What follows belongs to an exercise in optimizing a design on an open flow for small area, a short achievable clock period and few clock cycles per item; a production flow would make more cautious choices.
Where RTL was checked, it was by simulation tests only, not by an equivalence proof against the original.

job 6151:
## exec_stage
module exec_stage (
    input  logic                  clk,
    input  logic                  reset,
    input  logic [w_oper-1:0]     oper,
    input  logic [w_func-1:0]     func,
    input  logic [data_width-1:0] source_a,
    input  logic [data_width-1:0] source_b,
    input  logic [4:0]            cp0_addr,
    input  logic                  cp0_write,
    output logic [data_width-1:0] result,
    output logic                  ov,
    output logic                  busy,
    output logic                  timer_irq
);
For scale: roughly 3,900 cells after synthesis, ~240 flip-flops, about 120 I/O pins, ~0.026 mm^2 of cells after synthesis.
==> module mulalu, before the edit <==
module mulalu (
    input  logic                  clk,
    input  logic                  reset,
    input  logic [w_oper-1:0]     oper,
    input  logic [w_func-1:0]     func,
    input  logic [data_width-1:0] source_a,
    input  logic [data_width-1:0] source_b,
    output logic                  busy,
    output logic [data_width-1:0] hi,
    output logic [data_width-1:0] lo
);
    localparam logic [2:0] st_idle   = 3'd0;
    localparam logic [2:0] st_pre    = 3'd1;
    localparam logic [2:0] st_run    = 3'd2;
    localparam logic [2:0] st_posthi = 3'd3;
    localparam logic [2:0] st_postlo = 3'd4;
    logic [2:0]            state;
    logic [5:0]            pos;       
    logic                  is_div;
    logic                  sgn;
    logic                  neg_a;
    logic                  neg_b;
    logic                  op_sub;
    logic [data_width-1:0] b;
    logic                  start;
    logic                  is_md;
    logic                  s_sgn;
    logic                  negate;
    logic                  e;
    logic [35:0]           bx;
    logic [35:0]           x;
    logic [35:0]           y0;
    logic [35:0]           y1;
    logic [35:0]           cs_s;
    logic [35:0]           cs_c;
    logic                  c0;
    logic [35:0]           s;
    logic                  q;
    logic [35:0]           cmp;
    logic                  skip;
    logic [5:0]            pos_next;
    logic [data_width-1:0] step_hi;
    logic [data_width-1:0] step_lo;
    logic [data_width-1:0] skip_hi;
    logic [data_width-1:0] skip_lo;
    assign busy  = (state != st_idle);
    assign is_md = (func == func_mul) || (func == func_div);
    assign start = is_md && !busy;
    assign s_sgn = (oper != oper_aluu);
    assign negate = (state == st_pre) || (state == st_posthi) || (state == st_postlo);
    assign e      = sgn & hi[data_width-1];
    assign bx     = {{4{sgn & b[data_width-1]}}, b};
    always_comb begin
        if (state == st_pre || state == st_postlo) begin
            x = ~{4'h0, lo};
        end else if (state == st_posthi) begin
            x = ~{4'h0, hi};
        end else if (is_div) begin
            x = {3'b000, hi, lo[data_width-1]};
        end else begin
            x = {{4{e}}, hi};
        end
    end
    assign y0 = negate ? '0 : ((bx & {36{is_div | lo[0]}}) ^ {36{op_sub}});
    assign y1 = (negate | is_div) ? '0 : (({bx[34:0], 1'b0} & {36{lo[1]}}) ^ {36{op_sub}});
    assign c0 = negate | op_sub;
    assign cs_s = x ^ y0 ^ y1;
    assign cs_c = {(x[34:0] & y0[34:0]) | (x[34:0] & y1[34:0]) | (y0[34:0] & y1[34:0]),
                   op_sub & ~negate & ~is_div};
    bk_adder #(.W(36)) u_add (.x(cs_s), .y(cs_c), .cin(c0), .s(s));
    assign q = ~s[35];
    always_comb begin
        if (is_div) begin
            step_hi = q ? s[data_width-1:0] : x[data_width-1:0];
            step_lo = {lo[data_width-2:0], q};
        end else begin
            step_hi = s[data_width+1:2];
            step_lo = {s[1:0], lo[data_width-1:2]};
        end
    end
    bk_adder #(.W(36)) u_cmp (.x({4'h0, hi[23:0], lo[data_width-1:24]}), .y(bx ^ {36{op_sub}}), .cin(op_sub), .s(cmp));
    always_comb begin
        if (is_div) begin
            skip    = (hi[data_width-1:24] == '0) && cmp[35];
            skip_hi = {hi[23:0], lo[data_width-1:24]};
            skip_lo = {lo[23:0], 8'h00};
        end else begin
            skip    = (lo[7:0] == '0);
            skip_hi = {{8{e}}, hi[data_width-1:8]};
            skip_lo = {hi[7:0], lo[data_width-1:8]};
        end
        skip = skip && (pos[5:3] != 3'd0);
    end
    assign pos_next = pos - (skip ? 6'd8 : is_div ? 6'd1 : 6'd2);
    always_ff @(posedge clk) begin
        if (reset) begin
            state <= st_idle;
        end else begin
            case (state)
                st_idle:   if (start) state <= (s_sgn & source_a[data_width-1]) ? st_pre : st_run;
                st_pre:    state <= st_run;
                st_run:    if (pos_next == 6'd0) state <= (is_div & neg_a) ? st_posthi :
                                                         (is_div & (neg_a ^ neg_b)) ? st_postlo : st_idle;
                st_posthi: state <= (neg_a ^ neg_b) ? st_postlo : st_idle;
                default:   state <= st_idle;
            endcase
        end
    end
    always_ff @(posedge clk) begin
        if (start) begin
            is_div <= (func == func_div);
            sgn    <= s_sgn;
            neg_a  <= s_sgn & source_a[data_width-1];
            neg_b  <= s_sgn & source_b[data_width-1];
            op_sub <= (func == func_div) ? ~(s_sgn & source_b[data_width-1]) :
                                           (s_sgn & source_a[data_width-1]);
            b      <= source_b;
            pos    <= 6'd32;
        end else if (state == st_run) begin
            pos <= pos_next;
        end
    end
    always_ff @(posedge clk) begin
        if (reset) begin
            hi <= '0;
            lo <= '0;
        end else begin
            case (state)
                st_idle: begin
                    if (start) begin
                        hi <= '0;
                        lo <= source_a;
                    end else begin
                        if (oper == oper_mthi) hi <= source_a;
                        if (oper == oper_mtlo) lo <= source_a;
                    end
                end
                st_pre, st_postlo: lo <= s[data_width-1:0];
                st_posthi:         hi <= s[data_width-1:0];
                st_run: begin
                    hi <= skip ? skip_hi : step_hi;
                    lo <= skip ? skip_lo : step_lo;
                end
                default: ;
            endcase
        end
    end
endmodule
make LEC_CHECK=0 ABC_AREA=1 CAP_MARGIN=20 CORE_MARGIN=2 CORE_UTILIZATION=40 SETUP_SLACK_MARGIN=1.0 SLEW_MARGIN=20 finish   # period 7.0 ns
run.sh (not shown) runs the stock make flow with config.mk's settings and CLKGATE_MAP_FILE= SYNTH_SCRIPT=/design/flow/synth_recipe.tcl, a recipe that flattens the netlist after the stock synthesis.
Testbench counts of job 6151, summed over its fixed seeds: cycles 21,169, instructions 12,000.
Changes in job 9314 relative to job 6151:
-- flow/design.v --
<<< job 6151, line 173
    logic                  negate;
    logic                  e;
    logic [35:0]           bx;
    logic [35:0]           x;
    logic [35:0]           y0;
    logic [35:0]           y1;
    logic [35:0]           cs_s;
    logic [35:0]           cs_c;
    logic                  c0;
    logic [35:0]           s;
    logic                  q;
    logic [35:0]           cmp;
    logic                  skip;
    logic [5:0]            pos_next;
>>> job 9314, line 173
    logic                  negate;
    logic                  e;
    logic [33:0]           bx;
    logic [33:0]           x;
    logic [33:0]           y0;
    logic [33:0]           y1;
    logic [33:0]           cs_s;
    logic [33:0]           cs_c;
    logic                  c0;
    logic [33:0]           s;
    logic                  q;
    logic [32:0]           cmp;
    logic                  skip;
    logic [5:0]            pos_next;
<<< job 6151, line 195
    assign negate = (state == st_pre) || (state == st_posthi) || (state == st_postlo);
    assign e      = sgn & hi[data_width-1];
    assign bx     = {{4{sgn & b[data_width-1]}}, b};
    always_comb begin
        if (state == st_pre || state == st_postlo) begin
            x = ~{4'h0, lo};
        end else if (state == st_posthi) begin
            x = ~{4'h0, hi};
        end else if (is_div) begin
            x = {3'b000, hi, lo[data_width-1]};
        end else begin
            x = {{4{e}}, hi};
        end
    end
    assign y0 = negate ? '0 : ((bx & {36{is_div | lo[0]}}) ^ {36{op_sub}});
    assign y1 = (negate | is_div) ? '0 : (({bx[34:0], 1'b0} & {36{lo[1]}}) ^ {36{op_sub}});
    assign c0 = negate | op_sub;
    assign cs_s = x ^ y0 ^ y1;
    assign cs_c = {(x[34:0] & y0[34:0]) | (x[34:0] & y1[34:0]) | (y0[34:0] & y1[34:0]),
                   op_sub & ~negate & ~is_div};
    bk_adder #(.W(36)) u_add (.x(cs_s), .y(cs_c), .cin(c0), .s(s));
    assign q = ~s[35];
    always_comb begin
        if (is_div) begin
>>> job 9314, line 195
    assign negate = (state == st_pre) || (state == st_posthi) || (state == st_postlo);
    assign e      = sgn & hi[data_width-1];
    assign bx     = {{2{sgn & b[data_width-1]}}, b};
    always_comb begin
        if (state == st_pre || state == st_postlo) begin
            x = ~{2'h0, lo};
        end else if (state == st_posthi) begin
            x = ~{2'h0, hi};
        end else if (is_div) begin
            x = {1'b0, hi, lo[data_width-1]};
        end else begin
            x = {{2{e}}, hi};
        end
    end
    assign y0 = negate ? '0 : ((bx & {34{is_div | lo[0]}}) ^ {34{op_sub}});
    assign y1 = (negate | is_div) ? '0 : (({bx[32:0], 1'b0} & {34{lo[1]}}) ^ {34{op_sub}});
    assign c0 = negate | op_sub;
    assign cs_s = x ^ y0 ^ y1;
    assign cs_c = {(x[32:0] & y0[32:0]) | (x[32:0] & y1[32:0]) | (y0[32:0] & y1[32:0]),
                   op_sub & ~negate & ~is_div};
    bk_adder #(.W(34)) u_add (.x(cs_s), .y(cs_c), .cin(c0), .s(s));
    assign q = ~s[data_width];    
    always_comb begin
        if (is_div) begin
<<< job 6151, line 224
        end
    end
    bk_adder #(.W(36)) u_cmp (.x({4'h0, hi[23:0], lo[data_width-1:24]}), .y(bx ^ {36{op_sub}}), .cin(op_sub), .s(cmp));
    always_comb begin
        if (is_div) begin
            skip    = (hi[data_width-1:24] == '0) && cmp[35];
            skip_hi = {hi[23:0], lo[data_width-1:24]};
            skip_lo = {lo[23:0], 8'h00};
>>> job 9314, line 224
        end
    end
    bk_adder #(.W(33)) u_cmp (.x({1'b0, hi[23:0], lo[data_width-1:24]}), .y(bx[32:0] ^ {33{op_sub}}), .cin(op_sub), .s(cmp));
    always_comb begin
        if (is_div) begin
            skip    = (hi[data_width-1:24] == '0) && cmp[data_width];
            skip_hi = {hi[23:0], lo[data_width-1:24]};
            skip_lo = {lo[23:0], 8'h00};
Results
Job 9314 finished every step from synthesis to the final layout, and the layout passed the timing, design-rule and antenna checks. Area of the die came out higher on job 9314 than on job 6151. Launch point of the worst path = source_b[4]: job 6151; launch point of the worst path = source_b[11]: job 9314. Between job 6151 and job 9314, the difference in cell count after placement is negligible. Summary of job 9314 over job 6151: period utilization went up, peak fanout along the critical path went up, share of the synthesized area in compound gates (AO/OA/AOI/OAI) went down, area of placed instances went up, cell area after technology mapping went up. | final setup slack of the worst path | higher: job 6151 |. When the final numbers for job 6151 and job 9314 were put side by side, the sequential share of layout area turned out to be greater in job 6151. The number of antenna violations at the first check in global routing number comes out higher for job 9314 vs job 6151. Count of antenna diodes in the layout, job 6151 and job 9314: higher on job 9314. Job 9314: latest clock arrival within the worst-skew pair is 0.04 ns lower than what job 6151 reported. Compared with job 6151, job 9314 shows first-pass GRT wire length lower by 910 um.
Function not checked in job 9314: the RTL went through the layout flow alone.

==> static timing again, ports no longer ideal <==
Ports are ideal in the flow. The routed layouts listed here were re-timed in OpenROAD. Step 1 sets driving cells, clkbuf_16 on the clock port and buf_2 on the other inputs (assumed; they add their load-dependent delay and slew). Step 2, shift: input delay + t, output delay - t, t = (earliest + latest rising clock arrival at the registers) / 2. This alone moves slack from input paths to output paths. Slacks: ideal / step 1 / step 2; pairs: ideal / step 1.
run | t, ns | slack for setup (ns) | worst hold slack (ns) | worst setup path after step 2
job 6151 | 0.665 | 0.997 / 0.945 / 0.945 | 0.471 / 0.471 / 0.471 | input to output
job 9314 | 0.627 | 0.894 / 0.656 / 0.656 | 0.462 / 0.462 / 0.462 | input to output
After both steps setup and hold are still met in every run listed. The setup slack of job 9314, which loses most, moves by -0.238 ns with the drivers and by -0.238 ns with both steps.
